Background: an optimization exercise with open tools, aiming at small area and a short achievable clock period. Do not read the settings as production practice. Where RTL was checked, it was by simulation tests only, not by an equivalence proof against the original. No functional check of the RTL was part of run 2. Power is estimated from default activity; no workload was simulated.

==> design/flow/design.v <==
`default_nettype none
package flash_pkg;
  localparam logic [7:0] FLASH_OP_READ = 8'h03;
  typedef struct packed {
    logic [7:0]  opcode;
    logic [23:0] addr;       
  } flash_cmd_fields_t;
  typedef union packed {
    flash_cmd_fields_t f;
    logic [3:0][7:0]   bytes;
  } flash_cmd_u;
  typedef enum logic [2:0] {
    CMD,
    ADDR_HI,
    ADDR_MID,
    ADDR_LO,
    DUMMY,
    DATA_HI,
    DATA_LO
  } reader_phase_e;
endpackage
`default_nettype wire
`default_nettype none
package imem_pkg;
  localparam int INSTR_W = 16;
  typedef logic [INSTR_W-1:0] instr_t;
  typedef logic [6-1:0] iaddr_t;
endpackage
`default_nettype wire
`default_nettype none
`timescale 1ns/1ps
module spi_flash_reader (
  input  logic       clk,
  input  logic       rst_n,
  input  logic       clken,
  output logic       ins,        
  output logic [3:0] bit_j,      
  output logic       ready,
  output logic       spi_cs,
  output logic       spi_sclk,
  output logic       spi_mosi,
  input  logic       spi_miso
);
  localparam logic [10:0] HDR_START = 11'd2008;
  localparam logic [10:0] LAST_BIT  = 11'd1023;
  localparam logic [5:0]  WAIT0     = 6'd47;
  logic [10:0] q;
  logic        got;        
  logic        last;       
  logic [5:0]  wait_n;     
  logic        fall;
  logic        done;
  logic        data_fall;
  logic        active;
  logic        mosi_next;
  logic        got_n;
  logic [10:0] q_n;
  logic [5:0]  wait_nn;
  assign bit_j  = q[3:0];
  assign active = !ready && !spi_cs;
  assign done      = clken && active && last && (got || ins);
  assign fall      = clken && active && spi_sclk && (q[10] || ((got || ins) && !last));
  assign data_fall = fall && !q[10];
  assign mosi_next = (q == HDR_START + 11'd5) || (q == HDR_START + 11'd6) ||
                     (q == HDR_START + 11'd10);
  assign q_n     = fall ? q + 11'd1 : q;
  assign got_n   = !fall && (got || ins);
  assign wait_nn = !data_fall ? wait_n + 6'd1 :
                   ((q[4:0] == 5'h1f) ? wait_n - 6'd2 : wait_n - 6'd1);
  always_ff @(posedge clk) begin
    if (!rst_n) begin
      q        <= HDR_START;
      got      <= 1'b0;
      last     <= 1'b0;
      wait_n   <= WAIT0;
      ins      <= 1'b0;
      ready    <= 1'b0;
      spi_cs   <= 1'b1;
      spi_sclk <= 1'b1;
      spi_mosi <= 1'b0;
    end else begin
      q      <= q_n;
      got    <= got_n;
      wait_n <= wait_nn;
      if (fall) begin
        last <= (q == LAST_BIT - 11'd1);
      end
      ins <= !done && (active || (clken && spi_cs && !ready)) && !q_n[10] && !got_n &&
             (wait_nn == 6'd0);
      if (done) begin
        ready    <= 1'b1;
        spi_cs   <= 1'b1;
        spi_sclk <= 1'b1;
      end else if (clken && !ready) begin
        if (spi_cs) begin
          spi_cs   <= 1'b0;            
          spi_sclk <= 1'b0;
          spi_mosi <= 1'b0;
        end else if (!spi_sclk) begin
          spi_sclk <= 1'b1;
        end else if (fall) begin
          spi_sclk <= 1'b0;
          spi_mosi <= mosi_next;
        end
      end
    end
  end
endmodule
`default_nettype wire
`default_nettype none
`timescale 1ns/1ps
module imem_bank #(
  parameter int INS = 0
) (
  input  logic                    clk,
  input  logic                    ins,      
  input  logic                    din,
  input  logic [7:0]              sel_lo,   
  input  logic [7:0]              sel_hi,   
  input  logic                    hold,     
  output logic                    fbit      
);
  logic [64-1:0] ring;
  logic [7:0]                   grp;
  logic                         fbit_d;
  always_ff @(posedge clk) begin
    ring <= {ring[64-2:0], ring[64-1]};
    if (ins) begin
      ring[INS] <= din;
    end
  end
  for (genvar g = 0; g < 8; g++) begin : g_grp
    imem_andor8 u_grp (
      .sel (sel_lo),
      .d   (ring[8*g +: 8]),
      .y   (grp[g])
    );
  end
  imem_andor u_out (
    .sel (sel_hi),
    .d   (grp),
    .keep(hold),
    .q   (fbit),
    .y   (fbit_d)
  );
  always_ff @(posedge clk) begin
    fbit <= fbit_d;
  end
endmodule
module imem_andor8 (
  input  logic [7:0] sel,
  input  logic [7:0] d,
  output logic       y
);
  assign y = |(sel & d);
endmodule
module imem_andor (
  input  logic [7:0] sel,
  input  logic [7:0] d,
  input  logic       keep,
  input  logic       q,
  output logic       y
);
  assign y = |(sel & d) | (keep & q);
endmodule
`default_nettype wire
`default_nettype none
`timescale 1ns/1ps
module boot_rom (
  input  logic             clk,
  input  logic             rst_n,
  input  logic             clken,
  input  imem_pkg::iaddr_t fetch_addr,
  output imem_pkg::instr_t instruction,
  output logic             ready,
  input  logic             spi_miso,
  output logic             spi_cs,
  output logic             spi_sclk,
  output logic             spi_mosi
);
  localparam logic [5:0] PHASE0 = 6'd46;
  imem_pkg::iaddr_t phase, phase_n;
  logic [3:0]       dlo, dhi;
  logic [2:0]       a_lo, a_hi;
  logic [7:0]       sel_lo, sel_hi, hi0, late;
  logic             take;
  logic             hold;
  logic             ins;
  logic [3:0]       bit_j;
  assign a_lo = fetch_addr[3:1];
  assign a_hi = {fetch_addr[0], fetch_addr[5:4]};
  assign phase_n = !rst_n ? PHASE0 : phase + 6'd1;
  function automatic logic [3:0] diff_bits(input logic [2:0] p);
    diff_bits = {p[2] ^ (p[1:0] != 2'd3), p[2] ^ !p[1], p[2] ^ (p[1:0] == 2'd0), p[1] ^ !p[0]};
  endfunction
  always_ff @(posedge clk) begin
    phase <= phase_n;
    dlo   <= diff_bits(phase_n[2:0]);
    dhi   <= diff_bits(phase_n[5:3]);
    for (int x = 1; x < 8; x++) begin
      late[x] <= (3'(x) > phase_n[2:0]);    
    end
  end
  assign late[0] = 1'b0;
  imem_addr_dec u_dec (
    .a_lo  (a_lo),
    .a_hi  (a_hi),
    .phase (phase),
    .dlo   (dlo),
    .dhi   (dhi),
    .late  (late),
    .take  (take),
    .sel_lo(sel_lo),
    .sel_hi(sel_hi)
  );
  assign take = rst_n && clken && ready;
  assign hold = rst_n && !(clken && ready);
  spi_flash_reader u_reader (
    .clk     (clk),
    .rst_n   (rst_n),
    .clken   (clken),
    .ins     (ins),
    .bit_j   (bit_j),
    .ready   (ready),
    .spi_cs  (spi_cs),
    .spi_sclk(spi_sclk),
    .spi_mosi(spi_mosi),
    .spi_miso(spi_miso)
  );
  for (genvar b = 0; b < imem_pkg::INSTR_W; b++) begin : g_lane
    imem_bank #(.INS(2 * (imem_pkg::INSTR_W - 1 - b))) u_lane (
      .clk (clk),
      .ins (ins && (bit_j == 4'(imem_pkg::INSTR_W - 1 - b))),
      .din (spi_miso),
      .sel_lo(sel_lo),
      .sel_hi(sel_hi),
      .hold  (hold),
      .fbit  (instruction[b])
    );
  end
endmodule
module imem_addr_dec (
  input  logic [2:0] a_lo,
  input  logic [2:0] a_hi,
  input  logic [5:0] phase,
  input  logic [3:0] dlo,
  input  logic [3:0] dhi,
  input  logic [7:0] late,     
  input  logic       take,
  output logic [7:0] sel_lo,
  output logic [7:0] sel_hi
);
  logic [7:0] hi0, a_lo_hot;
  logic       borrow;
  function automatic logic [2:0] minus(input logic [2:0] p, input logic [3:0] d, input int x);
    logic b2;
    case (x % 4)
      0: b2 = p[2];
      1: b2 = d[1];
      2: b2 = d[2];
      default: b2 = d[3];
    endcase
    minus = {b2 ^ 1'((x / 4) % 2), ((x % 2) ? d[0] : p[1]) ^ 1'((x / 2) % 2), p[0] ^ 1'(x % 2)};
  endfunction
  always_comb begin
    for (int x = 0; x < 8; x++) begin
      sel_lo[x]   = (a_lo == minus(phase[2:0], dlo, x));    
      hi0[x]      = (a_hi == minus(phase[5:3], dhi, x));    
      a_lo_hot[x] = (a_lo == 3'(x));
    end
  end
  assign borrow = |(a_lo_hot & late);
  assign sel_hi = take ? (borrow ? {hi0[0], hi0[7:1]} : hi0) : 8'h00;
endmodule
`default_nettype wire
==> design/flow/run.sh <==
#!/bin/bash
# synth_recipe.tcl (not shown) runs the flow's synth.tcl, then flattens the netlist and writes it again
# the make line also repeats each setting of config.mk as NAME=value (left out here)
make -C /OpenROAD-flow-scripts/flow DESIGN_CONFIG=/design/flow/config.mk WORK_HOME=/design/flow/orfs CLKGATE_MAP_FILE= SYNTH_SCRIPT=/design/flow/synth_recipe.tcl finish
==> design/flow/config.mk <==
export PLATFORM = sky130hd
export DESIGN_NAME = boot_rom
export DESIGN_NICKNAME = boot_rom
export VERILOG_FILES = /design/flow/design.v
export SDC_FILE = /design/flow/constraint.sdc
export NUM_CORES = 4
export LEC_CHECK = 0
export CAP_MARGIN = 20
export CORE_MARGIN = 2
export CORE_UTILIZATION = 65
export CTS_CLUSTER_DIAMETER = 100
export CTS_CLUSTER_SIZE = 30
export SETUP_SLACK_MARGIN = 2.0
export SLEW_MARGIN = 20
export SYNTH_HIERARCHICAL = 1
export TNS_END_PERCENT = 10
==> design/flow/constraint.sdc <==
create_clock -name core_clock -period 4.0 [get_ports {clk}]
set_input_delay 0.8000 -clock core_clock [delete_from_list [all_inputs] [get_ports {clk}]]
set_output_delay 0.8000 -clock core_clock [all_outputs]
set_load 0.01 [all_outputs]
==> results of run 1 <==
-- power groups by stage --
stage / sequential, mW / combinational, mW / clock [mW]
finish: 10.9 / 1.11 / 5.13
global placement: 11.1 / 0.931 / 0
floorplan: 11.1 / 0.445 / 0
CTS: 10.9 / 1.09 / 5.18
detailed placement: 11.1 / 0.940 / 0
global route: 10.9 / 1.15 / 5.52
-- worst max-delay path, stage by stage --
cell and delay, ns:
buf_4 0.11, mux4_2 0.52, mux2i_4 0.27, buf_4 0.19
buf_4 0.13, mux2i_4 0.24, buf_4 0.15, buf_12 0.17
a22oi_1 0.12, nand3_1 0.11
-- state kept, by name, summed over array words and instances (netlist names) --
signal and cells:
u_reader.wait_n 6, u_reader.q 11, dlo 4, dhi 4, u_reader.spi_cs 1, u_reader.got 1, u_reader.last 1, phase 6
u_reader.ready 1, u_reader.spi_sclk 1, late 7, u_reader.spi_mosi 1, u_reader.ins 1, g_lane.u_lane.fbit 16, g_lane.u_lane.ring 1024
-- area by class of cell --
class                   instances  area, um^2
flip-flops and latches       1085       21700
fillers                      2948       11400
multi-input cells             987        7800
repair buffers                110        1440
clock buffers                  45        1130
well taps                     592         741
inverters                      20        75.1
clock inverters                 1        30.0
-- cells by family after synthesis --
| group | count (synthesis) | synth area share (%) |
|---|---|---|
| xor gates and xnor gates | 29 | 0.869 |
| buffers and inverters | 31 | 0.479 |
| AOI/OAI and AO/OA | 612 | 16.3 |
| muxes | 32 | 1.50 |
| other | 1 | 0.0128 |
| adders and majority gates | 17 | 0.728 |
| and+or+nand+nor | 295 | 5.85 |
| DFF | 1085 | 74.3 |
-- metal layers --
metal / part of all wire (%) / up-vias / wire, um
li1: - / 8315 / -
met1: 45 / 9105 / 31100
met2: 46 / 617 / 32200
met3: 6.4 / 102 / 4460
met4: 2.3 / 0 / 1610
met5: 0 / - / 0
-- repair_timing --
| action | in CTS | in global routing |
|---|---|---|
| pin swaps | 23 | 4 |
| resized for setup | 115 | 3 |
| cloned | 6 | 0 |
| buffers inserted | 33 | 1 |
| setup endpoints to repair | 47 | 37 |
| hold buffers | 0 | 0 |
-- Yosys stat by module, one instance, submodules excluded, a selection --
module            flip-flops and latches  cells inside  copies in the design  area [um^2]
imem_andor8                            0             5                   128         36.3
boot_rom                              21           103                     1          917
spi_flash_reader                      24           165                     1         1410
imem_addr_dec                          0            58                     1          459
imem_andor                             0             5                    16         46.3
-- cell usage in the layout (no fill, tap or decap), types with 11 or more instances in the layout --
master and count:
nand4_1 134, inv_1 15, dfxtp_1 1070, buf_4 36, nand2_1 29, nor2_1 26, buf_12 29, a22o_1 16
xnor2_1 11, a221oi_2 16, nand3_1 33, a222oi_1 16, dlygate4sd2_1 23, dfxtp_2 12, a22oi_1 529, clkbuf_16 45
mux2_4 16, ha_1 15
-- per-stage QoR --
stage,setup TNS [ns],instance area [um^2]
CTS,0,32900
detailed placement,0,31000
floorplan,-3.72,29300
global route,0,33000
global placement,0,31000
finish,0,33000
-- path summary, 6_finish.rpt --
kind              slack (ns)                        end  cells past startpoint
setup / recovery        1.73      g_lane[4].u_lane.fbit                     10
hold / removal          0.33  g_lane[8].u_lane.ring[51]                      0
setup reg to reg        1.74      g_lane[4].u_lane.fbit                      9
hold reg to reg         0.33  g_lane[8].u_lane.ring[51]                      0
==> impl_metrics.tcl, run 1 <==
set metrics [dict create \
    status "complete, no violations" \
    clk_pin_slew_ns 0.10 \
    drive_above_1_share_pct 10.6 \
    core_area_um2 44300 \
    synth.area.top_cells "dfxtp_1 74%, a22oi_1 14%, nand4_1 2.9%" \
    leakagePower_nw 12.2 \
    hpwl_um 37100 \
    power_density_nw_per_um2 520 \
    portBuffers 29 \
    met3_usage_pct 3.66 \
    final_util_pct 74.4 \
    combPwrFrac_pct 6.5 \
    rsz0062_at_grt "yes" \
    n_antenna_cell 0 \
    hold_start "g_lane[8].u_lane.ring[50]" \
    vias 18100 \
    grt_max_degree 87 \
    grt_pass1_wl_um 107000 \
    critPathLaunchType "input port" \
    timing.hold.ws_ns 0.328 \
    die_area_um2 46700 \
    p_switching_mw 3.92 \
    yosysSeqAreaShare_pct 74.3 \
    tightest_slew_ns 1.18 \
    cts_inserted_buffers 42 \
    max-slew-margin-rel_pct 21.0 \
    syn_nets 2129 \
    min_period_over_period_pct 56.8 \
    synth_top_cell_area_share_pct 74.3 \
    synthTopCellsByCount "1085 x dfxtp_1, 529 x a22oi_1, 134 x nand4_1" \
    cts_sinks 1085 \
    clk-insertion-delay-late_ns 0.61 \
    cts_max_path_buffers 3 \
    cp.arrival_ns 2.83 \
    yosys.area.top_type "dfxtp_1" \
    yosysMostFrequentCell "dfxtp_1" \
    drtPass1Iterations 6 \
    num_io_pins 30 \
    synth_edf_count 0 \
    viasPerCell 6.39 \
    met2_usage_pct 47.9 \
    use_met1_pct 42.4 \
    top_usage_layer "met2" \
    place_ws_ns 0.277 \
    grtUsageTotal_pct 29.6 \
    yosys.cell_types.count 60 \
    clock_power_share_pct 29.9 \
    synth_area_um2 29200 \
    finalSetupViolCount 0 \
    die_y_um 216 \
    critPathMaxFanout 8 \
    p_int_mw 13.2 \
    hp-class "flip-flop to flip-flop" \
    final_cells 2840 \
    fin_crit_ns 2.27 \
    area_delta_synth_final_pct 12.8 \
    drt_iter0_drc 1671 \
    die_w_um 216 \
    cp-startpoint "fetch_addr[2]" \
    maxClockFrequency_mhz 440 \
    dpl.cell_count 2754 \
    maxSlewViolCount 0 \
    globalRouteOverflowTotal 0 \
    grt_pass1_vias 18500 \
    fin_nets 2273 \
    worstSetupPathType "input port to flip-flop" \
    antenna_found_initial 0 \
    ant_nets 0 \
    layout_setup_ws_ns 1.73 \
    finalPower_mw 17.1 \
    cp-end-kind "flip-flop" \
    ir_drop_v 0.000466 \
    rows 77 \
    drt-total-wl_um 69400 \
    synth_seq_cells 1085 \
    drc_errors 0 \
    detail_route.wl_per_cell_um 24.4 \
    syn-instance-count 2102 \
    synth_ff_type "dfxtp_1" \
    avgSynthCellArea_um2 13.9 \
    async_reset_ff_share_pct 0 \
    hold_viol 0 \
    cts-root-buf "clkbuf_16" \
    switching_share_pct 22.9 \
    cap_violations 0 \
    synth_warnings 26 \
    gp_routability_congestion 0.770 \
    pwr-share-seq_pct 63.6 \
    fin_skew_ns 0.0225 \
    r2r-start "late[6]" \
    initial_core_util_pct 66.0 \
    htreeDepth 2 \
    tritoncts "built" \
    critical_path_required_ns 4.56 \
]
Testbench counts, summed over its fixed seeds: boot cycles 51,816.
==> run 2, diff against run 1 <==
--- a/design/flow/design.v
+++ b/design/flow/design.v
@@ -271,3 +271,7 @@
   end
-  assign borrow = |(a_lo_hot & late);
+  imem_andor8 u_borrow (
+    .sel(a_lo_hot),
+    .d  (late),
+    .y  (borrow)
+  );
   assign sel_hi = take ? (borrow ? {hi0[0], hi0[7:1]} : hi0) : 8'h00;
==> run 2 against run 1 <==
Against the previous run:
- combinational power about the same
- via count about the same
- fmax down 10%
- still clean
- register-to-register slack worse by 0.18 ns
- die area up 0.18%
- critical path depth up 3
- non-clock buffer count up 2
- total power about the same
- cell count up 0.67%
- clock power about the same
- first-iteration DRC count down 6.0%
- utilization down 0.12 points
==> impl_metrics.tcl, run 2 <==
set metrics [dict create \
    ir_drop_v 0.000475 \
    final_common_cell "dfxtp_1" \
    cts_max_path_buffers 3 \
    mostFrequentLayoutCells "1079 x dfxtp_1, 532 x a22oi_1, 136 x nand4_1" \
    drt-total-wl_um 68100 \
    antenna_found_initial 0 \
    critPathMaxFanout 8 \
    synth_seq_cells 1085 \
    synth.area.top_cells "dfxtp_1 74%, a22oi_1 14%, nand4_1 2.9%" \
    syn-instance-count 2119 \
    die_area_um2 46800 \
    synth_edf_count 0 \
    tightest_slew_ns 1.14 \
    num_io_pins 30 \
    die_y_um 216 \
    cap_violations 0 \
    async_reset_ff_share_pct 0 \
    drive_above_1_share_pct 10.2 \
    grt_pass1_vias 18700 \
    detail_route.wl_per_cell_um 23.8 \
    ant_nets 0 \
    max-slew-margin-rel_pct 23.4 \
    initial_core_util_pct 66.1 \
    area_delta_synth_final_pct 12.4 \
    viasPerCell 6.35 \
    grt_pass1_wl_um 107000 \
    critPathLaunchType "input port" \
    largest_register_ffs 1024 \
    cts-root-buf "clkbuf_16" \
    worstSetupPathType "input port to flip-flop" \
    die_w_um 216 \
    synth_warnings 26 \
    maxSlewViolCount 0 \
    top_register "g_lane.u_lane.ring" \
    htreeDepth 2 \
    leakagePower_nw 12.1 \
    globalRouteOverflowTotal 0 \
    grt_max_degree 80 \
    synth_ff_type "dfxtp_1" \
    portBuffers 29 \
    clk-insertion-delay-late_ns 0.61 \
    rrSetupSlack_ns 1.56 \
    cp.arrival_ns 3.08 \
    synth_top_cell_area_share_pct 74.2 \
    critical_path_required_ns 4.56 \
    rows 77 \
    maxClockFrequency_mhz 396 \
    tritoncts "built" \
    min_period_over_period_pct 63.2 \
    drc_errors 0 \
    yosys.cell_types.count 63 \
    reg_top3 "g_lane.u_lane.ring x1024, g_lane.u_lane.fbit x16, u_reader.q x11" \
    drtPass1Iterations 6 \
    layout.area.seq_um2 21700 \
    drt_iter0_drc 1571 \
    syn_nets 2146 \
    gp_routability_congestion 0.836 \
    clk_pin_slew_ns 0.11 \
    synthTopCellsByCount "1085 x dfxtp_1, 535 x a22oi_1, 136 x nand4_1" \
    cts_hold_buf 0 \
    hpwl_um 38500 \
    fin_nets 2292 \
    status "complete, no violations" \
    yosysSeqAreaShare_pct 74.2 \
    hp-class "flip-flop to flip-flop" \
    avgSynthCellArea_um2 13.8 \
    core_area_um2 44300 \
    yosys.area.top_type "dfxtp_1" \
    power_density_nw_per_um2 521 \
    cp-end-kind "flip-flop" \
    rsz0062_at_grt "yes" \
    fin_crit_ns 2.53 \
    hold_viol 0 \
    cts_inserted_buffers 42 \
    finalSetupViolCount 0 \
    multiInputGateArea_um2 7830 \
    synth_area_um2 29300 \
    grtUsageTotal_pct 29.1 \
    cts_sinks 1085 \
    timing.hold.ws_ns 0.338 \
    vias 18100 \
    fillers 2907 \
    fin_skew_ns 0.0282 \
    yosysMostFrequentCell "dfxtp_1" \
    finalPower_mw 17.1 \
    n_antenna_cell 0 \
]
[run 2: cell count changes in the layout (fill, tap and decap cells not counted), sizes merged, moves of 4 or more]
cell	delta
o21ai	-4
mux2i	-7
dlygate4sd2	-20
nor2b	-4
nor3	+4
clkdlybuf4s50	+21
a22oi	+6
o22ai	+6
nand2	+4
[run 2: kinds of logic after synthesis]
group                      after synthesis  share of synthesized area, %
DFF                                   1085                          74.2
and+or+nand+nor                        302                          5.96
xor gates and xnor gates                30                         0.923
muxes                                   23                          1.06
AOI/OAI and AO/OA                      626                          16.6
buffers and inverters                   35                         0.521
other                                    1                        0.0128
adders and majority gates               17                         0.726
[run 2: area by class of cell]
class	instances	share of cell area (%)
flip-flops and latches	1085	66.0
clock inverters	1	0.0912
clock buffers	45	3.42
repair buffers	112	4.16
inverters	23	0.262
multi-input cells	1001	23.8
well taps	592	2.25
[run 2: critical path, stage by stage]
cell and delay (ns):
buf_8 0.10, buf_8 0.13, nor3b_2 0.15, a22oi_1 0.20, nand4_1 0.23, buf_6 0.23
nor3_4 0.28, a32oi_4 0.11, o22ai_4 0.31, clkbuf_16 0.26, a22o_1 0.18, a221oi_2 0.04
nand3_1 0.06
[run 2: final timing paths]
check / start / cells after the start / endpoint
worst min register to register: g_lane[8].u_lane.ring[18] / 0 / g_lane[8].u_lane.ring[19]
worst max register to register: u_reader.q[3] / 8 / u_reader.ins
worst min-delay path: g_lane[8].u_lane.ring[18] / 0 / g_lane[8].u_lane.ring[19]
worst max-delay path: fetch_addr[2] / 13 / g_lane[15].u_lane.fbit
[run 2: modules after synthesis (local to each module, per instance), excerpt]
| module | flops+latches | times used | cells | area (um^2) |
|---|---|---|---|---|
| imem_andor | 0 | 16 | 5 | 46.3 |
| imem_andor8 | 0 | 129 | 5 | 36.3 |
| boot_rom | 21 | 1 | 103 | 917 |
| imem_addr_dec | 0 | 1 | 70 | 475 |
| spi_flash_reader | 24 | 1 | 165 | 1410 |
[run 2: metrics by stage]
step	setup TNS (ns)	setup WS, ns	instance area [um^2]	cells	utilization [%]
2_1_floorplan	-3.32	-0.212	29400	2119	-
3_3_place_gp	0	0.430	31100	2785	70.2
3_5_place_dp	0	0.264	31100	2785	70.2
4_1_cts	0	1.57	32800	2857	74.0
5_1_grt	0	1.40	32900	2859	74.3
6_report	0	1.47	32900	2859	74.3
[run 2: power by group]
group | internal (mW) | switching, mW | leakage, nW
Clock | 2.04 | 3.07 | 0.566
Combinational | 0.323 | 0.806 | 2.77
Sequential | 10.8 | 0.0568 | 8.74
[run 2: routing by layer]
metal / global-route usage [%] / share of wire, %
met1: 42.8 / 46
met2: 45.9 / 45
met3: 4.10 / 6.6
met4: 6.99 / 1.9
met5: 0 / 0
[run 2: repair_timing]
action,in CTS,in global routing
resized for setup,68,19
gates cloned,5,0
hold endpoints to repair,0,0
setup endpoints to repair,46,39
pin swaps,19,16
setup buffers,21,2
==> run 3, diff against run 2 <==
--- a/design/flow/design.v
+++ b/design/flow/design.v
@@ -276,4 +276,24 @@
   );
-  assign sel_hi = take ? (borrow ? {hi0[0], hi0[7:1]} : hi0) : 8'h00;
-endmodule
-`default_nettype wire
+  imem_hsel u_hsel (
+    .hi0   (hi0),
+    .borrow(borrow),
+    .take  (take),
+    .sel_hi(sel_hi)
+  );
+endmodule
+module imem_hsel (
+  input  logic [7:0] hi0,
+  input  logic       borrow,
+  input  logic       take,
+  output logic [7:0] sel_hi
+);
+  logic take0, take1;
+  assign take0 = take && !borrow;
+  assign take1 = take && borrow;
+  always_comb begin
+    for (int g = 0; g < 8; g++) begin
+      sel_hi[g] = (take0 && hi0[g]) || (take1 && hi0[(g + 1) % 8]);
+    end
+  end
+endmodule
+`default_nettype wire
==> run 3 against run 2 <==
Against the previous run:
- highest routed layer is now met5
- final area is 1.4% higher
- first-iteration DRC count is 18% higher
- routed wire length is 3.2% higher
- register-to-register slack better by 0.23 ns
- synthesized area is 0.18% higher
- fmax is 13% higher
- global-route usage is 0.68 points higher
- largest power group unchanged
- still clean on timing, DRC and antenna
==> impl_metrics.tcl, run 3 <==
set metrics [dict create \
    status "complete, no violations" \
    worstReg2RegEnd "g_lane[1].u_lane.fbit" \
    grtUsageTotal_pct 29.8 \
    cts_inserted_buffers 42 \
    hold_viol 0 \
    finalPower_mw 17.2 \
    synth_area_um2 29300 \
    detail_route.wl_per_cell_um 24.5 \
    synth_ff_type "dfxtp_1" \
    syn_nets 2141 \
    synth-compound-area-share_pct 16.2 \
    leakagePower_nw 12.3 \
    avgSynthCellArea_um2 13.9 \
    cts-root-buf "clkbuf_16" \
    num_io_pins 30 \
    syn-instance-count 2114 \
    portBuffers 29 \
    synth_edf_count 0 \
    grt_pass1_wl_um 108000 \
    hold_start "g_lane[8].u_lane.ring[54]" \
    viasPerCell 6.40 \
    htreeDepth 2 \
    yosys.area_share.simple_pct 6.07 \
    maxClockFrequency_mhz 449 \
    grt_pass1_vias 18800 \
    top_register "g_lane.u_lane.ring" \
    dpl-instance-area_um2 31000 \
    rsz0062_at_grt "yes" \
    yosysSeqAreaShare_pct 74.0 \
    tritoncts "built" \
    rows 77 \
    initial_core_util_pct 66.0 \
    r2r-start "phase[0]" \
    cts_max_path_buffers 3 \
    synth_warnings 27 \
    vias 18300 \
    critical_path_required_ns 4.50 \
    layout_setup_ws_ns 1.77 \
    stdcell_area_um2 33400 \
    core_area_um2 44400 \
    synthAdderAreaFrac_pct 0.725 \
    die_y_um 216 \
    gp_routability_congestion 0.789 \
    n_antenna_cell 0 \
    rrSetupSlack_ns 1.79 \
    synth.area.top_cells "dfxtp_1 74%, a22oi_1 14%, nand4_1 2.9%" \
    drt-total-wl_um 70200 \
    antenna_found_initial 1 \
    fillers 2874 \
    synth_top_family_by_area "compound AO/OA/AOI/OAI gates" \
    worstSetupPathType "input port to flip-flop" \
    max-slew-margin-rel_pct 30.2 \
    synth_seq_cells 1085 \
    yosys.area.top_type "dfxtp_1" \
    largest_register_ffs 1024 \
    async_reset_ff_share_pct 0 \
    yosysMostFrequentCell "dfxtp_1" \
    cap_violations 0 \
    globalRouteOverflowTotal 0 \
    synth_top_cell_area_share_pct 74.0 \
    power_density_nw_per_um2 516 \
    drt_iter0_drc 1855 \
    min_period_over_period_pct 55.7 \
    ant_nets 0 \
    critPathMaxFanout 16 \
    cp.arrival_ns 2.73 \
    clk-insertion-delay-late_ns 0.61 \
    yosys.cell_types.count 61 \
    hp-class "flip-flop to flip-flop" \
    hold_end "g_lane[8].u_lane.ring[55]" \
    muxShareOfSynthArea_pct 1.26 \
    tightest_slew_ns 1.04 \
    die_area_um2 46800 \
    fin_skew_ns 0.0243 \
    maxSlewViolCount 0 \
    area_delta_synth_final_pct 13.8 \
    place_ws_ns 0.355 \
    r2r_cells 9 \
    synth_xor_xnor_area_share_pct 1.09 \
    synthTopCellsByCount "1085 x dfxtp_1, 533 x a22oi_1, 135 x nand4_1" \
    drive_above_1_share_pct 11.8 \
    reg_top3 "g_lane.u_lane.ring x1024, g_lane.u_lane.fbit x16, u_reader.q x11" \
    hpwl_um 37000 \
    drc_errors 0 \
    fin_setup_tns_ns 0 \
    critPathLaunchType "input port" \
    ir_drop_v 0.000503 \
    drtPass1Iterations 6 \
    cts_sinks 1085 \
    grt_max_degree 70 \
    clk_pin_slew_ns 0.11 \
    cp-end-kind "flip-flop" \
    holdPathStages 0 \
    die_w_um 216 \
    fin_crit_ns 2.23 \
    mostFrequentLayoutCells "1069 x dfxtp_1, 512 x a22oi_1, 135 x nand4_1" \
    fin_nets 2296 \
    final_common_cell "dfxtp_1" \
    cts_hold_buf 0 \
    finalSetupViolCount 0 \
]
-- run 3: cell count changes in the layout (fill, tap and decap cells not counted), moves of 6 or more --
cell             change
dfxtp_2              +7
mux2i_1              +6
clkdlybuf4s50_1     -21
buf_16               +9
a22oi_2             +18
a22oi_1             -20
buf_4               -13
dfxtp_1             -10
dlygate4sd2_1       +20
-- run 3: kinds of logic after synthesis --
family | after synthesis
AND/OR/NAND/NOR | 305
buffers and inverters | 31
AO/OA/AOI/OAI | 612
flip-flops | 1085
XOR/XNOR | 34
other | 1
adder cells (fa/ha/maj) | 17
multiplexers | 29
-- run 3: repair_timing --
item	CTS	global route
endpoints found under the hold margin	0	0
pin swaps	27	15
resized for setup	145	27
gates cloned	12	2
buffers inserted	32	3
endpoints found under the setup margin	46	41
-- run 3: worst max-delay path by stage --
stage	startpoint	to	slack, ns	cells past startpoint
2_1_floorplan	fetch_addr[2]	g_lane[0].u_lane.fbit	-0.22	8
3_3_place_gp	fetch_addr[1]	g_lane[8].u_lane.fbit	0.40	9
3_5_place_dp	fetch_addr[1]	g_lane[14].u_lane.fbit	0.36	9
4_1_cts	g_lane[11].u_lane.fbit	instruction[11]	1.86	1
5_1_grt	phase[0]	g_lane[10].u_lane.fbit	1.70	9
6_report	fetch_addr[3]	g_lane[6].u_lane.fbit	1.77	10
-- run 3: area by class of cell --
type	instances	area [um^2]	area share [%]
clock buffer	43	1080	3.22
tap	592	741	2.22
sequential	1085	21800	65.2
clock inverter	2	38.8	0.116
inverter	19	71.3	0.214
multi-input combinational	1001	7950	23.8
timing repair buffer	120	1740	5.21
-- run 3: per-module statistics from Yosys (local to each module, per instance), excerpt --
| module | copies in the design | flops+latches | cell area (um^2) | cells |
|---|---|---|---|---|
| spi_flash_reader | 1 | 24 | 1410 | 165 |
| boot_rom | 1 | 21 | 917 | 103 |
| imem_andor | 16 | 0 | 46.3 | 5 |
| imem_hsel | 1 | 0 | 141 | 17 |
| imem_addr_dec | 1 | 0 | 385 | 48 |
| imem_andor8 | 129 | 0 | 36.3 | 5 |
-- run 3: metal layers --
| metal | vias up | global-route usage (%) | part of all wire [%] |
|---|---|---|---|
| li1 | 8389 | - | - |
| met1 | 9093 | 43.5 | 45 |
| met2 | 724 | 46.1 | 45 |
| met3 | 110 | 4.14 | 7.7 |
| met4 | 2 | 9.61 | 2.5 |
| met5 | - | 0 | 0.016 |
-- run 3: critical path: stages --
cell and delay, ns:
buf_6 0.12, and3b_1 0.18, a22oi_1 0.16, nand4_1 0.22, buf_6 0.22, mux2i_2 0.23
nor2b_2 0.09, buf_12 0.18, a222oi_1 0.39, nand3_1 0.12
-- run 3: report_power, final --
| part | total, mW | internal, mW | switching, mW |
|---|---|---|---|
| Sequential | 10.9 | 10.8 | 0.0563 |
| Clock | 5.05 | 1.97 | 3.09 |
| Combinational | 1.28 | 0.432 | 0.850 |
-- run 3: metrics by stage --
| stage | utilization, % | std cells | hold WS [ns] |
|---|---|---|---|
| after floorplan | - | 2114 | 0.331 |
| after global placement | 69.7 | 2768 | 0.332 |
| after detailed placement | 69.7 | 2768 | 0.336 |
| after CTS | 74.6 | 2857 | 0.326 |
| after global routing | 75.1 | 2862 | 0.322 |
| final | 75.1 | 2862 | 0.329 |
Testbench counts of run 3, summed over its fixed seeds: boot cycles 51,816.
==> run 4, diff against run 3 <==
--- a/design/flow/config.mk
+++ b/design/flow/config.mk
@@ -12,3 +12,3 @@
 export CTS_CLUSTER_SIZE = 30
-export SETUP_SLACK_MARGIN = 2.0
+export SETUP_SLACK_MARGIN = 3.0
 export SLEW_MARGIN = 20
==> run 4 against run 3 <==
Against the previous run:
- count of clock-buffer cells in the layout stayed put
- critical path type is now flip-flop to flip-flop
- critical endpoint is now g_lane[3].u_lane.fbit
- still clean on timing, DRC and antenna
- utilization is 0.92 points higher
- cell count is 0.63% higher
- largest cell class unchanged
- via count is 1.1% higher
==> impl_metrics.tcl, run 4 <==
set metrics [dict create \
    yosys.area_share.simple_pct 6.07 \
    drt_iter0_drc 1719 \
    initial_core_util_pct 66.0 \
    hold_viol 0 \
    top_register "g_lane.u_lane.ring" \
    cts_inserted_buffers 42 \
    synth_ff_type "dfxtp_1" \
    die_area_um2 46800 \
    core_area_um2 44400 \
    vias 18500 \
    critPathLaunchType "flip-flop" \
    portBuffers 29 \
    synth-compound-area-share_pct 16.2 \
    synthTopCellsByCount "1085 x dfxtp_1, 533 x a22oi_1, 135 x nand4_1" \
    grt_max_degree 70 \
    worstSetupPathType "flip-flop to flip-flop" \
    finalPower_mw 17.4 \
    fin_skew_ns 0.0226 \
    area_delta_synth_final_pct 15.2 \
    layout.area.seq_um2 21800 \
    cts-root-buf "clkbuf_16" \
    die_y_um 216 \
    hold_start "g_lane[8].u_lane.ring[54]" \
    worst-path-buf-inv 3 \
    timing.hold.ws_ns 0.329 \
    layout_setup_ws_ns 1.77 \
    gp_routability_congestion 0.789 \
    final_cells 2880 \
    stdcell_area_um2 33800 \
    yosys.cell_types.count 61 \
    cts_max_path_buffers 3 \
    yosysSeqAreaShare_pct 74.0 \
    synth_top_cell_area_share_pct 74.0 \
    crit_slowest_cell "dfxtp_4" \
    cp-startpoint "phase[0]" \
    rows 77 \
    fin_crit_ns 2.23 \
    async_reset_ff_share_pct 0 \
    detail_route.wl_per_cell_um 25.2 \
    avgSynthCellArea_um2 13.9 \
    muxShareOfSynthArea_pct 1.26 \
    syn_nets 2141 \
    globalRouteOverflowTotal 0 \
    synth_xor_xnor_area_share_pct 1.09 \
    maxSlewViolCount 0 \
    drc_errors 0 \
    synth_warnings 27 \
    ant_nets 0 \
    synthAdderAreaFrac_pct 0.725 \
    reg_top3 "g_lane.u_lane.ring x1024, g_lane.u_lane.fbit x16, u_reader.q x11" \
    synth_top_family_by_area "compound AO/OA/AOI/OAI gates" \
    cap_violations 0 \
    rsz0062_at_grt "yes" \
    yosysMostFrequentCell "dfxtp_1" \
    antenna_found_initial 1 \
    grtUsageTotal_pct 30.5 \
    cts_sinks 1085 \
    leakagePower_nw 12.5 \
    die_w_um 216 \
    fin_nets 2313 \
    synth.area.top_cells "dfxtp_1 74%, a22oi_1 14%, nand4_1 2.9%" \
    hpwl_um 37000 \
    place_ws_ns 0.355 \
    clk-insertion-delay-late_ns 0.61 \
    dpl.cell_count 2768 \
    grt_pass1_wl_um 110000 \
    max-slew-margin-rel_pct 29.5 \
    largest_register_ffs 1024 \
    min_period_over_period_pct 55.8 \
    final_common_cell "dfxtp_1" \
    path_delay_family "compound AO/OA/AOI/OAI gates" \
    syn-instance-count 2114 \
    fillers 2804 \
    synth_edf_count 0 \
    num_io_pins 30 \
    synth_seq_cells 1085 \
    cp.arrival_ns 2.71 \
    tightest_slew_ns 1.05 \
    status "complete, no violations" \
    synth_area_um2 29300 \
    multiInputGateArea_um2 8000 \
    yosys.area.top_type "dfxtp_1" \
    power_density_nw_per_um2 514 \
    cts_hold_buf 0 \
    final_util_pct 76.1 \
    drive_above_1_share_pct 12.8 \
    maxClockFrequency_mhz 448 \
    finalSetupViolCount 0 \
    dpl-instance-area_um2 31000 \
    htreeDepth 2 \
    mostFrequentLayoutCells "1069 x dfxtp_1, 505 x a22oi_1, 135 x nand4_1" \
    cp_cell_sequence "xor2_4 > buf_6 > and3_4 > buf_12 > buf_16 > a22oi_2 > nand4_1 > a22o_1 > a221oi_2 > nand3_1" \
    r2r-start "phase[0]" \
    fin_setup_tns_ns 0 \
    grt_pass1_vias 18900 \
    clk_pin_slew_ns 0.10 \
    ir_drop_v 0.000509 \
    critPathMaxFanout 6 \
    drtPass1Iterations 8 \
    critical_path_required_ns 4.48 \
    viasPerCell 6.43 \
    cp-end-kind "flip-flop" \
    tritoncts "built" \
    hp-class "flip-flop to flip-flop" \
    max_stage_delay_ns 0.40 \
    drt-total-wl_um 72600 \
]
## run 4: cell counts after synthesis
Identical to the previous run, type by type.
## run 4: final timing paths
kind | to | slack (ns) | cells after the start
max | g_lane[3].u_lane.fbit | 1.77 | 10
min | g_lane[8].u_lane.ring[55] | 0.33 | 0
max reg2reg | g_lane[3].u_lane.fbit | 1.77 | 10
min reg2reg | g_lane[8].u_lane.ring[55] | 0.33 | 0
## run 4: per-module statistics from Yosys, one instance, submodules excluded, excerpt
module | cell area (um^2) | flip-flops and latches | copies in the design | cells inside
imem_hsel | 141 | 0 | 1 | 17
imem_addr_dec | 385 | 0 | 1 | 48
spi_flash_reader | 1410 | 24 | 1 | 165
imem_andor | 46.3 | 0 | 16 | 5
boot_rom | 917 | 21 | 1 | 103
imem_andor8 | 36.3 | 0 | 129 | 5
## run 4: area by class of cell
class | instances | share of cell area (%)
inverters | 19 | 0.211
repair buffers | 136 | 6.22
flip-flops and latches | 1085 | 64.4
multi-input cells | 1002 | 23.7
well taps | 592 | 2.19
diodes | 1 | 0.00741
clock inverters | 2 | 0.115
clock buffers | 43 | 3.19
## run 4: metal layers
| metal | up-vias | global-route usage [%] | part of all wire [%] | routed length (um) |
|---|---|---|---|---|
| li1 | 8446 | - | - | - |
| met1 | 9207 | 44.8 | 44 | 32000 |
| met2 | 748 | 47.2 | 45 | 32700 |
| met3 | 126 | 4.48 | 8.3 | 5990 |
| met4 | 0 | 9.00 | 2.5 | 1790 |
| met5 | - | 0 | 0 | 0 |
## run 4: cell families (layout without fill, tap and decap cells)
group | count (synthesis) | after routing
buf+inv | 31 | 200
fa+ha+maj | 17 | 17
other cells | 1 | 2
mux | 29 | 29
xor+xnor | 34 | 34
simple gates | 305 | 309
flops | 1085 | 1085
compound gates | 612 | 612
## run 4: where the power goes
| part | total (mW) | leakage (nW) | internal, mW | switching (mW) |
|---|---|---|---|---|
| registers | 10.9 | 8.75 | 10.8 | 0.0564 |
| clock network | 5.05 | 0.546 | 1.97 | 3.08 |
| logic | 1.42 | 3.20 | 0.514 | 0.902 |
## run 4: repair_timing
item	CTS	global route
cloned	19	7
gates resized for setup	164	23
setup buffers	38	2
setup endpoints to repair	97	97
pin swaps	39	17
==> run 5, diff against run 4 <==
--- a/design/flow/config.mk
+++ b/design/flow/config.mk
@@ -12,3 +12,4 @@
 export CTS_CLUSTER_SIZE = 30
-export SETUP_SLACK_MARGIN = 3.0
+export PLACE_DENSITY = 0.9
+export SETUP_SLACK_MARGIN = 2.0
 export SLEW_MARGIN = 20
==> run 5 against run 4 <==
Against the previous run:
- final area fell by 2.1%
- fmax fell by 9.2%
- clock skew rose by 0.0016 ns
- die area did not move
- worst setup slack got worse by 0.22 ns
- still clean on timing, DRC and antenna
- register-to-register slack got worse by 0.22 ns
==> impl_metrics.tcl, run 5 <==
set metrics [dict create \
    holdPathStages 0 \
    synth_top_cell_area_share_pct 74.0 \
    cts_inserted_buffers 42 \
    tightest_slew_ns 1.15 \
    tritoncts "built" \
    mostFrequentLayoutCells "1070 x dfxtp_1, 500 x a22oi_1, 135 x nand4_1" \
    fin_nets 2280 \
    clk-insertion-delay-late_ns 0.61 \
    place_ws_ns 0.258 \
    grt_max_degree 68 \
    die_y_um 216 \
    layout.area.seq_um2 21800 \
    cp.arrival_ns 2.94 \
    fin_skew_ns 0.0242 \
    clk_pin_slew_ns 0.11 \
    drtPass1Iterations 6 \
    synth_ff_type "dfxtp_1" \
    worstSetupPathType "flip-flop to flip-flop" \
    hpwl_um 39700 \
    rows 77 \
    critPathLaunchType "flip-flop" \
    synth_edf_count 0 \
    drt_iter0_drc 2311 \
    vias 19400 \
    hp-class "flip-flop to flip-flop" \
    htreeDepth 2 \
    power_density_nw_per_um2 520 \
    cts_hold_buf 0 \
    synth_area_um2 29300 \
    timing.hold.ws_ns 0.331 \
    final_util_pct 74.5 \
    worstReg2RegEnd "g_lane[13].u_lane.fbit" \
    drc_errors 0 \
    endpoint "g_lane[13].u_lane.fbit" \
    hold_viol 0 \
    final_common_cell "dfxtp_1" \
    synthTopCellsByCount "1085 x dfxtp_1, 533 x a22oi_1, 135 x nand4_1" \
    die_w_um 216 \
    cts-root-buf "clkbuf_16" \
    dpl.cell_count 2767 \
    layout_setup_ws_ns 1.54 \
    grt_pass1_vias 20400 \
    critical_path_required_ns 4.49 \
    avgSynthCellArea_um2 13.9 \
    grtUsageTotal_pct 32.0 \
    leakagePower_nw 12.2 \
    async_reset_ff_share_pct 0 \
    core_area_um2 44400 \
    antenna_found_initial 3 \
    cp-end-kind "flip-flop" \
    detail_route.wl_per_cell_um 27.4 \
    ir_drop_v 0.000314 \
    syn_nets 2141 \
    yosysSeqAreaShare_pct 74.0 \
    critPathMaxFanout 67 \
    gp_routability_congestion 0.824 \
    area_delta_synth_final_pct 12.8 \
    viasPerCell 6.82 \
    reg_top3 "g_lane.u_lane.ring x1024, g_lane.u_lane.fbit x16, u_reader.q x11" \
    dpl-instance-area_um2 30900 \
    syn-instance-count 2114 \
    r2r_cells 7 \
    num_io_pins 30 \
    fillers 2447 \
    maxClockFrequency_mhz 407 \
    stdcell_area_um2 33100 \
    top_register "g_lane.u_lane.ring" \
    yosys.area.top_type "dfxtp_1" \
    cap_violations 0 \
    initial_core_util_pct 66.0 \
    multiInputGateArea_um2 7910 \
    r2r-start "phase[0]" \
    ant_nets 0 \
    synth_warnings 27 \
    grt_pass1_wl_um 117000 \
    fin_crit_ns 2.46 \
    yosysMostFrequentCell "dfxtp_1" \
    die_area_um2 46800 \
    portBuffers 29 \
    cp-startpoint "phase[0]" \
    cts_sinks 1085 \
    globalRouteOverflowTotal 0 \
    synth.area.top_cells "dfxtp_1 74%, a22oi_1 14%, nand4_1 2.9%" \
    rsz0062_at_grt "yes" \
    yosys.cell_types.count 61 \
    maxSlewViolCount 0 \
    finalSetupViolCount 0 \
    status "complete, no violations" \
    max-slew-margin-rel_pct 23.1 \
    final_cells 2848 \
    min_period_over_period_pct 61.4 \
    largest_register_ffs 1024 \
    synth_seq_cells 1085 \
    drt-total-wl_um 78000 \
    cts_max_path_buffers 3 \
    drive_above_1_share_pct 11.5 \
    rrSetupSlack_ns 1.54 \
]
## run 5: cell counts after synthesis
Identical to the previous run, type by type.
## run 5: worst max-delay path, cell delays in order, from the launching register on
cell and delay, ns:
dfxtp_4 0.40, xor2_4 0.23, and3_4 0.19, buf_12 0.22
a22oi_1 0.35, nand4_1 0.23, a222oi_1 0.50, nand3_1 0.16
## run 5: power breakdown
group	internal, mW	total [mW]	switching, mW	leakage, nW
Clock	1.97	5.12	3.15	0.546
Sequential	10.8	10.9	0.0509	8.75
Combinational	0.364	1.19	0.828	2.89
## run 5: routing by layer
layer | share of wire (%) | track usage (%) | vias up
met5 | 0.017 | 0 | -
met4 | 5.0 | 16.1 | 2
met3 | 11 | 5.42 | 281
met2 | 47 | 52.4 | 1231
met1 | 37 | 41.1 | 9576
li1 | - | - | 8344
## run 5: through the flow
step	TNS (ns)	power [mW]
global route	0	17.6
detailed placement	0	12.0
global placement	0	12.0
finish	0	17.2
floorplan	-3.52	11.6
CTS	0	17.0
## run 5: worst min path at each step
stage / slack (ns) / endpoint / startpoint
after floorplan: 0.33 / g_lane[0].u_lane.ring[11] / g_lane[0].u_lane.ring[10]
after global placement: 0.33 / g_lane[6].u_lane.ring[50] / g_lane[6].u_lane.ring[49]
after detailed placement: 0.34 / g_lane[2].u_lane.ring[29] / g_lane[2].u_lane.ring[28]
after CTS: 0.34 / g_lane[8].u_lane.ring[53] / g_lane[8].u_lane.ring[52]
after global routing: 0.34 / g_lane[8].u_lane.ring[53] / g_lane[8].u_lane.ring[52]
final: 0.33 / g_lane[8].u_lane.ring[53] / g_lane[8].u_lane.ring[52]
## run 5: cell families after synthesis
logic type	Yosys count	share of synthesized area (%)
flops	1085	74.0
compound gates	612	16.2
simple gates	305	6.07
xor+xnor	34	1.09
buf+inv	31	0.554
mux	29	1.26
fa+ha+maj	17	0.725
other cells	1	0.0128
## run 5: cell type report
type / count / area share (%)
Sequential cell: 1085 / 65.8
Clock inverter: 2 / 0.117
Tap cell: 592 / 2.24
Antenna cell: 2 / 0.0151
Multi-Input combinational cell: 1001 / 23.9
Inverter: 19 / 0.216
Timing Repair Buffer: 104 / 4.49
Clock buffer: 43 / 3.25
## run 5: repair_timing
| action | in CTS | in global routing |
|---|---|---|
| resized for setup | 118 | 35 |
| cloned | 9 | 8 |
| buffers inserted | 15 | 2 |
| endpoints found under the hold margin | 0 | 0 |
| endpoints found under the setup margin | 46 | 38 |
| pin swaps | 16 | 29 |
## run 5: per-module statistics from Yosys (local to each module, per instance), a selection
module,flops+latches,area (um^2)
boot_rom,21,917
imem_andor,0,46.3
imem_andor8,0,36.3
imem_hsel,0,141
imem_addr_dec,0,385
spi_flash_reader,24,1410
==> run 6, diff against run 5 <==
--- a/design/flow/config.mk
+++ b/design/flow/config.mk
@@ -12,3 +12,3 @@
 export CTS_CLUSTER_SIZE = 30
-export PLACE_DENSITY = 0.9
+export PLACE_DENSITY = 0.8
 export SETUP_SLACK_MARGIN = 2.0
==> run 6 against run 5 <==
Against the previous run:
- utilization shrank 0.86 points
- sequential cell count unchanged
- via count decreased by 5.8%
- die area unchanged
- hold slack got worse by 0.0082 ns
- clock skew is 0.0012 ns higher
- critical path type is now input port to flip-flop
==> impl_metrics.tcl, run 6 <==
set metrics [dict create \
    fin_setup_tns_ns 0 \
    fillers 2727 \
    synth_seq_cells 1085 \
    critPathLaunchType "input port" \
    timing.hold.ws_ns 0.323 \
    tritoncts "built" \
    rsz0062_at_grt "yes" \
    fin_crit_ns 2.34 \
    cp.arrival_ns 2.81 \
    n_antenna_cell 0 \
    worstSetupPathType "input port to flip-flop" \
    reg_top3 "g_lane.u_lane.ring x1024, g_lane.u_lane.fbit x16, u_reader.q x11" \
    num_io_pins 30 \
    fin_nets 2272 \
    async_reset_ff_share_pct 0 \
    hpwl_um 36200 \
    dpl-instance-area_um2 30900 \
    htreeDepth 2 \
    stdcell_area_um2 32700 \
    clk_pin_slew_ns 0.11 \
    drtPass1Iterations 6 \
    viasPerCell 6.45 \
    cts_sinks 1085 \
    ant_nets 0 \
    drc_errors 0 \
    synth_area_um2 29300 \
    grtUsageTotal_pct 29.0 \
    synthTopCellsByCount "1085 x dfxtp_1, 533 x a22oi_1, 135 x nand4_1" \
    portBuffers 29 \
    die_w_um 216 \
    power_density_nw_per_um2 521 \
    cts_max_path_buffers 3 \
    mostFrequentLayoutCells "1073 x dfxtp_1, 527 x a22oi_1, 135 x nand4_1" \
    cap_violations 0 \
    detail_route.wl_per_cell_um 24.0 \
    drt-total-wl_um 68000 \
    avgSynthCellArea_um2 13.9 \
    min_period_over_period_pct 58.4 \
    max-slew-margin-rel_pct 24.8 \
    maxClockFrequency_mhz 428 \
    antenna_found_initial 1 \
    synth_ff_type "dfxtp_1" \
    cp-end-kind "flip-flop" \
    synth_warnings 27 \
    globalRouteOverflowTotal 0 \
    cp_cell_sequence "buf_8 > buf_8 > nor3b_4 > a22oi_2 > nand4_1 > buf_4 > mux2i_4 > nor2b_4 > buf_6 > a22o_1 > a221oi_2 > nand3_1" \
    path_common_cell "buf_8" \
    top_register "g_lane.u_lane.ring" \
    maxSlewViolCount 0 \
    critPathMaxFanout 7 \
    hold_viol 0 \
    ir_drop_v 0.000338 \
    critical_path_required_ns 4.48 \
    vias 18300 \
    tightest_slew_ns 1.12 \
    hp-class "flip-flop to flip-flop" \
    yosys.cell_types.count 61 \
    leakagePower_nw 12.1 \
    max_stage_delay_ns 0.25 \
    largest_register_ffs 1024 \
    synth_top_cell_area_share_pct 74.0 \
    syn_nets 2141 \
    drt_iter0_drc 1852 \
    die_y_um 216 \
    synth_edf_count 0 \
    area_delta_synth_final_pct 11.5 \
    cts_inserted_buffers 42 \
    dpl.cell_count 2766 \
    yosysMostFrequentCell "dfxtp_1" \
    drive_above_1_share_pct 9.88 \
    fin_skew_ns 0.0254 \
    die_area_um2 46800 \
    rows 77 \
    yosys.area.top_type "dfxtp_1" \
    core_area_um2 44400 \
    grt_max_degree 65 \
    status "complete, no violations" \
    final_common_cell "dfxtp_1" \
    finalSetupViolCount 0 \
    crit_slowest_cell "a22o_1" \
    cts-root-buf "clkbuf_16" \
    syn-instance-count 2114 \
    synth.area.top_cells "dfxtp_1 74%, a22oi_1 14%, nand4_1 2.9%" \
    gp_routability_congestion 0.815 \
    yosysSeqAreaShare_pct 74.0 \
    initial_core_util_pct 66.0 \
    clk-insertion-delay-late_ns 0.60 \
    grt_pass1_wl_um 107000 \
    rrSetupSlack_ns 1.74 \
    finalPower_mw 17.0 \
    grt_pass1_vias 19000 \
    final_cells 2838 \
]
[run 6: cell counts after synthesis]
Identical to the previous run, type by type.
[run 6: final cells by class]
| type | instances | area [um^2] | share of cell area, % |
|---|---|---|---|
| Sequential cell | 1085 | 21700 | 66.5 |
| Multi-Input combinational cell | 998 | 7750 | 23.7 |
| Timing Repair Buffer | 99 | 1270 | 3.88 |
| Clock buffer | 43 | 1080 | 3.29 |
| Tap cell | 592 | 741 | 2.27 |
| Inverter | 19 | 71.3 | 0.218 |
| Clock inverter | 2 | 38.8 | 0.119 |
[run 6: worst paths after layout]
kind	start	end	cells past startpoint
worst max-delay path	fetch_addr[2]	g_lane[9].u_lane.fbit	12
worst min-delay path	g_lane[6].u_lane.ring[38]	g_lane[6].u_lane.ring[39]	0
worst max register to register	phase[0]	g_lane[9].u_lane.fbit	9
worst min register to register	g_lane[6].u_lane.ring[38]	g_lane[6].u_lane.ring[39]	0
[run 6: metrics by stage]
step	setup slack [ns]	util, %
after floorplan	-0.220	-
after global placement	0.355	69.6
after detailed placement	0.279	69.6
after CTS	1.75	73.4
after global routing	1.59	73.6
final	1.66	73.6
[run 6: per-layer routing]
metal  part of all wire [%]  track usage (%)
met1                     42             39.3
met2                     47             47.0
met3                    8.0             5.88
met4                    2.8             9.38
met5                  0.019                0
[run 6: kinds of logic (layout without fill, tap and decap cells)]
| kind of cell | count (synthesis) | count (layout) | share of synthesized area, % |
|---|---|---|---|
| AO/OA/AOI/OAI | 612 | 612 | 16.2 |
| other | 1 | 1 | 0.0128 |
| multiplexers | 29 | 29 | 1.26 |
| buffers and inverters | 31 | 163 | 0.554 |
| adder cells (fa/ha/maj) | 17 | 17 | 0.725 |
| XOR/XNOR | 34 | 34 | 1.09 |
| AND/OR/NAND/NOR | 305 | 305 | 6.07 |
| flip-flops | 1085 | 1085 | 74.0 |
[run 6: Yosys stat by module, one instance, submodules excluded, excerpt]
module / times used / flops+latches / area (um^2) / cells
imem_hsel: 1 / 0 / 141 / 17
spi_flash_reader: 1 / 24 / 1410 / 165
imem_andor: 16 / 0 / 46.3 / 5
imem_addr_dec: 1 / 0 / 385 / 48
boot_rom: 1 / 21 / 917 / 103
imem_andor8: 129 / 0 / 36.3 / 5
[run 6: critical path, delay by kind of cell]
kind / cells / cell delay, ns
buffers and inverters: 4 / 0.59
AND/OR/NAND/NOR: 4 / 0.57
AO/OA/AOI/OAI: 3 / 0.66
multiplexers: 1 / 0.18
[run 6: power by group]
group          switching [mW]  internal, mW
Clock                    3.08          1.97
Combinational           0.764         0.316
Sequential             0.0505          10.8
Total                    3.90          13.1
[run 6: what timing repair did]
item                       4_1_cts  5_1_grt
setup endpoints to repair       46       38
cloned                           5        0
gates resized for setup        101       21
pin swaps                       16       13
hold buffers                     0        0
buffers inserted                17        5
==> run 7, diff against run 6 <==
--- a/design/flow/config.mk
+++ b/design/flow/config.mk
@@ -12,3 +12,3 @@
 export CTS_CLUSTER_SIZE = 30
-export PLACE_DENSITY = 0.8
+export PLACE_DENSITY = 0.7
 export SETUP_SLACK_MARGIN = 2.0
==> run 7 against run 6 <==
Against the previous run:
- total power is 1.2% higher
- synthesized cell count unchanged
- largest power group unchanged
- count of clock-buffer cells in the layout stayed put
- via count about the same
- clock power hardly changed
- non-clock buffer count increased by 21
- worst setup slack improved by 0.11 ns
- utilization is 1.5 points higher
- critical path type unchanged
- global-route usage up 0.79 points
- critical endpoint is now g_lane[6].u_lane.fbit
==> impl_metrics.tcl, run 7 <==
set metrics [dict create \
    dpl-instance-area_um2 31000 \
    synth_seq_cells 1085 \
    met2_usage_pct 46.1 \
    finalSetupViolCount 0 \
    path_common_cell "buf_6" \
    yosys.cell_types.count 61 \
    fillers 2874 \
    met3_usage_pct 4.14 \
    yosysMostFrequentCell "dfxtp_1" \
    grtUsageTotal_pct 29.8 \
    yosys.area.top_type "dfxtp_1" \
    tritoncts "built" \
    globalRouteOverflowTotal 0 \
    worst-path-buf-inv 3 \
    cp.arrival_ns 2.73 \
    hp-class "flip-flop to flip-flop" \
    num_io_pins 30 \
    finalPower_mw 17.2 \
    portBuffers 29 \
    cap_violations 0 \
    detail_route.wl_per_cell_um 24.5 \
    area_delta_synth_final_pct 13.8 \
    fin_skew_ns 0.0243 \
    core_area_um2 44400 \
    synth_area_um2 29300 \
    max_stage_delay_ns 0.39 \
    top_register "g_lane.u_lane.ring" \
    hold_start "g_lane[8].u_lane.ring[54]" \
    ir_drop_v 0.000503 \
    drtPass1Iterations 6 \
    synth.area.top_cells "dfxtp_1 74%, a22oi_1 14%, nand4_1 2.9%" \
    stdcell_area_um2 33400 \
    fin_nets 2296 \
    critPathLaunchType "input port" \
    drt_iter0_drc 1855 \
    crit_slowest_cell "a222oi_1" \
    die_y_um 216 \
    largest_register_ffs 1024 \
    grt_pass1_vias 18800 \
    yosysSeqAreaShare_pct 74.0 \
    drc_errors 0 \
    tightest_slew_ns 1.04 \
    gp_routability_congestion 0.789 \
    top_usage_layer "met2" \
    die_w_um 216 \
    fin_crit_ns 2.23 \
    cts_max_path_buffers 3 \
    cp_cell_sequence "buf_6 > and3b_1 > a22oi_1 > nand4_1 > buf_6 > mux2i_2 > nor2b_2 > buf_12 > a222oi_1 > nand3_1" \
    hpwl_um 37000 \
    critical_path_required_ns 4.50 \
    rrSetupSlack_ns 1.79 \
    synth_ff_type "dfxtp_1" \
    die_area_um2 46800 \
    grt_pass1_wl_um 108000 \
    r2r-start "phase[0]" \
    hold_viol 0 \
    use_met1_pct 43.5 \
    status "complete, no violations" \
    clk-insertion-delay-late_ns 0.61 \
    drive_above_1_share_pct 11.8 \
    syn_nets 2141 \
    clk_pin_slew_ns 0.11 \
    htreeDepth 2 \
    avgSynthCellArea_um2 13.9 \
    hold_end "g_lane[8].u_lane.ring[55]" \
    max-slew-margin-rel_pct 30.2 \
    dpl.cell_count 2768 \
    rows 77 \
    cts_inserted_buffers 42 \
    critPathMaxFanout 16 \
    cts-root-buf "clkbuf_16" \
    maxSlewViolCount 0 \
    min_period_over_period_pct 55.7 \
    final_cells 2862 \
    maxClockFrequency_mhz 449 \
    holdPathStages 0 \
    path_delay_family "simple AND/OR/NAND/NOR gates" \
    synth_edf_count 0 \
    synthTopCellsByCount "1085 x dfxtp_1, 533 x a22oi_1, 135 x nand4_1" \
    viasPerCell 6.40 \
    cp-end-kind "flip-flop" \
    initial_core_util_pct 66.0 \
    leakagePower_nw 12.3 \
    final_common_cell "dfxtp_1" \
    synth_top_cell_area_share_pct 74.0 \
    ant_nets 0 \
    synth_warnings 27 \
    vias 18300 \
    rsz0062_at_grt "yes" \
    power_density_nw_per_um2 516 \
    syn-instance-count 2114 \
    antenna_found_initial 1 \
    async_reset_ff_share_pct 0 \
    drt-total-wl_um 70200 \
    worstSetupPathType "input port to flip-flop" \
    grt_max_degree 70 \
    timing.hold.ws_ns 0.329 \
    r2r_cells 9 \
    reg_top3 "g_lane.u_lane.ring x1024, g_lane.u_lane.fbit x16, u_reader.q x11" \
    mostFrequentLayoutCells "1069 x dfxtp_1, 512 x a22oi_1, 135 x nand4_1" \
    n_antenna_cell 0 \
    worstReg2RegEnd "g_lane[1].u_lane.fbit" \
    cts_sinks 1085 \
]
run 7: cell counts after synthesis:
Identical to the previous run, type by type.
run 7: cells by family (layout without fill, tap and decap cells):
logic type,Yosys count,after routing,share of synthesized area [%]
multiplexers,29,29,1.26
XOR/XNOR,34,34,1.09
buffers and inverters,31,184,0.554
flip-flops,1085,1085,74.0
AND/OR/NAND/NOR,305,308,6.07
adder cells (fa/ha/maj),17,17,0.725
AO/OA/AOI/OAI,612,612,16.2
other,1,1,0.0128
run 7: area by class of cell:
| cell class | instances | area, um^2 | share of cell area, % |
|---|---|---|---|
| Clock inverter | 2 | 38.8 | 0.116 |
| Multi-Input combinational cell | 1001 | 7950 | 23.8 |
| Clock buffer | 43 | 1080 | 3.22 |
| Timing Repair Buffer | 120 | 1740 | 5.21 |
| Inverter | 19 | 71.3 | 0.214 |
| Tap cell | 592 | 741 | 2.22 |
| Sequential cell | 1085 | 21800 | 65.2 |
run 7: how the worst max path moves through the flow:
stage | start | end | cells after the start
3_5_place_dp | fetch_addr[1] | g_lane[14].u_lane.fbit | 9
6_report | fetch_addr[3] | g_lane[6].u_lane.fbit | 10
3_3_place_gp | fetch_addr[1] | g_lane[8].u_lane.fbit | 9
2_1_floorplan | fetch_addr[2] | g_lane[0].u_lane.fbit | 8
4_1_cts | g_lane[11].u_lane.fbit | instruction[11] | 1
5_1_grt | phase[0] | g_lane[10].u_lane.fbit | 9
run 7: routing by layer:
metal	routed length [um]	up-vias
met5	11	-
met4	1740	2
met3	5380	110
met2	31600	724
met1	31500	9093
li1	-	8389
run 7: what timing repair did:
item | in CTS | in global routing
buffers inserted | 32 | 3
pin swaps | 27 | 15
cloned | 12 | 2
gates resized for setup | 145 | 27
endpoints found under the setup margin | 46 | 41
hold buffers | 0 | 0
run 7: where the power goes:
part	total, mW	internal, mW	switching [mW]
Sequential	10.9	10.8	0.0563
Clock	5.05	1.97	3.09
Combinational	1.28	0.432	0.850
run 7: per-module statistics from Yosys, one instance, submodules excluded, excerpt:
| module | flops+latches | cells inside | times used | cell area (um^2) |
|---|---|---|---|---|
| boot_rom | 21 | 103 | 1 | 917 |
| imem_addr_dec | 0 | 48 | 1 | 385 |
| imem_andor | 0 | 5 | 16 | 46.3 |
| imem_andor8 | 0 | 5 | 129 | 36.3 |
| imem_hsel | 0 | 17 | 1 | 141 |
| spi_flash_reader | 24 | 165 | 1 | 1410 |
run 7: through the flow:
step	TNS, ns	setup WS, ns	utilization [%]
finish	0	1.77	75.1
global route	0	1.70	75.1
CTS	0	1.86	74.6
detailed placement	0	0.355	69.7
global placement	0	0.396	69.7
floorplan	-3.52	-0.220	-
==> run 8, diff against run 7 <==
--- a/design/flow/config.mk
+++ b/design/flow/config.mk
@@ -9,6 +9,6 @@
 export CORE_MARGIN = 2
-export CORE_UTILIZATION = 65
+export CORE_UTILIZATION = 70
 export CTS_CLUSTER_DIAMETER = 100
 export CTS_CLUSTER_SIZE = 30
-export PLACE_DENSITY = 0.7
+export PLACE_DENSITY = 0.75
 export SETUP_SLACK_MARGIN = 2.0
==> run 8 against run 7 <==
Against the previous run:
- sequential cell count is the same
- clock skew grew 0.0014 ns
- synthesized cell count is the same
- synthesized area is the same
- sequential share of layout area grew 1.4 points
- utilization grew 4.4 points
- combinational power shrank 15%
- via count shrank 0.58%
- hold slack lost 0.0022 ns
- worst setup slack lost 0.066 ns
- critical path type unchanged
- largest power group unchanged
==> impl_metrics.tcl, run 8 <==
set metrics [dict create \
    status "complete, no violations" \
    avgSynthCellArea_um2 13.9 \
    initial_core_util_pct 71.4 \
    crit_slowest_cell "mux2i_4" \
    ant_nets 0 \
    area_delta_synth_final_pct 11.4 \
    cap_violations 0 \
    n_antenna_cell 0 \
    hp-class "flip-flop to flip-flop" \
    cp_cell_sequence "buf_8 > buf_6 > and3b_1 > a22oi_2 > nand4_1 > buf_6 > mux2i_4 > nor2b_4 > buf_12 > a22o_1 > a221oi_2 > nand3_1" \
    largest_register_ffs 1024 \
    path_delay_family "buffers and inverters" \
    synth_edf_count 0 \
    cp-end-kind "flip-flop" \
    yosysMostFrequentCell "dfxtp_1" \
    tightest_slew_ns 1.10 \
    max_stage_delay_ns 0.28 \
    core_area_um2 41100 \
    vias 18200 \
    fin_skew_ns 0.0257 \
    met2_usage_pct 48.8 \
    reg_top3 "g_lane.u_lane.ring x1024, g_lane.u_lane.fbit x16, u_reader.q x11" \
    hpwl_um 35500 \
    htreeDepth 2 \
    drt_iter0_drc 1667 \
    rows 74 \
    gp_routability_congestion 0.779 \
    drt-total-wl_um 67500 \
    grt_max_degree 78 \
    grt_pass1_vias 18600 \
    leakagePower_nw 12.0 \
    critPathLaunchType "input port" \
    synth_seq_cells 1085 \
    finalSetupViolCount 0 \
    layout_setup_ws_ns 1.71 \
    hold_viol 0 \
    synthTopCellsByCount "1085 x dfxtp_1, 533 x a22oi_1, 135 x nand4_1" \
    tritoncts "built" \
    rsz0062_at_grt "yes" \
    mostFrequentLayoutCells "1071 x dfxtp_1, 515 x a22oi_1, 135 x nand4_1" \
    fin_crit_ns 2.29 \
    final_common_cell "dfxtp_1" \
    drc_errors 0 \
    grt_pass1_wl_um 105000 \
    drive_above_1_share_pct 10.7 \
    fillers 2494 \
    path_common_cell "buf_6" \
    synth_top_cell_area_share_pct 74.0 \
    die_w_um 209 \
    antenna_found_initial 0 \
    async_reset_ff_share_pct 0 \
    worstSetupPathType "input port to flip-flop" \
    cts_sinks 1085 \
    place_ws_ns 0.335 \
    min_period_over_period_pct 57.3 \
    clk-insertion-delay-late_ns 0.61 \
    top_register "g_lane.u_lane.ring" \
    worst-path-buf-inv 4 \
    critical_path_required_ns 4.49 \
    cts-root-buf "clkbuf_16" \
    cts_max_path_buffers 3 \
    syn-instance-count 2114 \
    yosys.cell_types.count 61 \
    syn_nets 2141 \
    power_density_nw_per_um2 520 \
    cp.arrival_ns 2.78 \
    die_area_um2 43600 \
    synth_warnings 27 \
    critPathMaxFanout 8 \
    cts_hold_buf 0 \
    met3_usage_pct 4.51 \
]
-- run 8: final timing paths --
check	from	end	depth (start not counted)	slack, ns
worst min register to register	g_lane[8].u_lane.ring[54]	g_lane[8].u_lane.ring[55]	0	0.33
worst max-delay path	fetch_addr[2]	g_lane[5].u_lane.fbit	12	1.71
worst max register to register	u_reader.q[1]	u_reader.ins	9	1.79
worst min-delay path	g_lane[8].u_lane.ring[54]	g_lane[8].u_lane.ring[55]	0	0.33
-- run 8: layout make-up --
type / count / area [um^2] / area share, %
Inverter: 19 / 71.3 / 0.218
Sequential cell: 1085 / 21800 / 66.6
Tap cell: 532 / 666 / 2.04
Clock inverter: 2 / 38.8 / 0.119
Multi-Input combinational cell: 999 / 7890 / 24.1
Clock buffer: 43 / 1080 / 3.29
Timing Repair Buffer: 95 / 1190 / 3.65
-- run 8: cells by family after synthesis --
logic type / share of synthesized area (%)
XOR/XNOR: 1.09
flip-flops: 74.0
AO/OA/AOI/OAI: 16.2
adder cells (fa/ha/maj): 0.725
multiplexers: 1.26
other: 0.0128
buffers and inverters: 0.554
AND/OR/NAND/NOR: 6.07
-- run 8: worst register-to-register path, stage by stage (launching register included) --
cell,delay [ns]
dfxtp_4,0.38
ha_4,0.13
and3_4,0.19
ha_4,0.17
nor2_4,0.04
nand3b_1,0.17
mux2i_1,0.21
xor2_1,0.12
or4_4,0.50
a311oi_2,0.22
-- run 8: timing repair --
item,CTS,global route
buffers inserted,23,1
cloned,5,1
pin swaps,26,20
setup endpoints to repair,46,39
resized for setup,105,32
-- run 8: per-stage QoR --
stage	instances	total power [mW]	hold WS, ns	setup TNS (ns)	area, um^2
final	2775	17.0	0.327	0	32700
after floorplan	2114	11.6	0.331	-3.52	29400
after detailed placement	2700	12.1	0.336	0	30800
after global placement	2700	12.1	0.332	0	30800
after global routing	2775	17.4	0.318	0	32700
after CTS	2773	17.0	0.326	0	32500
-- run 8: per-module statistics from Yosys (local to each module, per instance), excerpt --
module            cell area, um^2  flip-flops and latches  cells inside
boot_rom                      917                      21           103
imem_addr_dec                 385                       0            48
imem_andor                   46.3                       0             5
imem_andor8                  36.3                       0             5
imem_hsel                     141                       0            17
spi_flash_reader             1410                      24           165
-- run 8: per-layer routing --
metal	part of all wire, %	vias up
li1	-	8323
met1	44	9046
met2	46	742
met3	7.4	101
met4	2.4	0
met5	0	-
-- run 8: report_power, final --
part	internal (mW)	switching (mW)
sequential	10.8	0.0540
combinational	0.311	0.778
clock	1.96	3.06

Re-timed with assumed drivers on the ports (clkbuf_16 on the clock, buf_2 on other inputs), run 8 has 1.727 ns of setup slack against 1.707 ns with ideal ports, and 1.068 ns once port delays also move by the mid clock arrival of 0.659 ns.
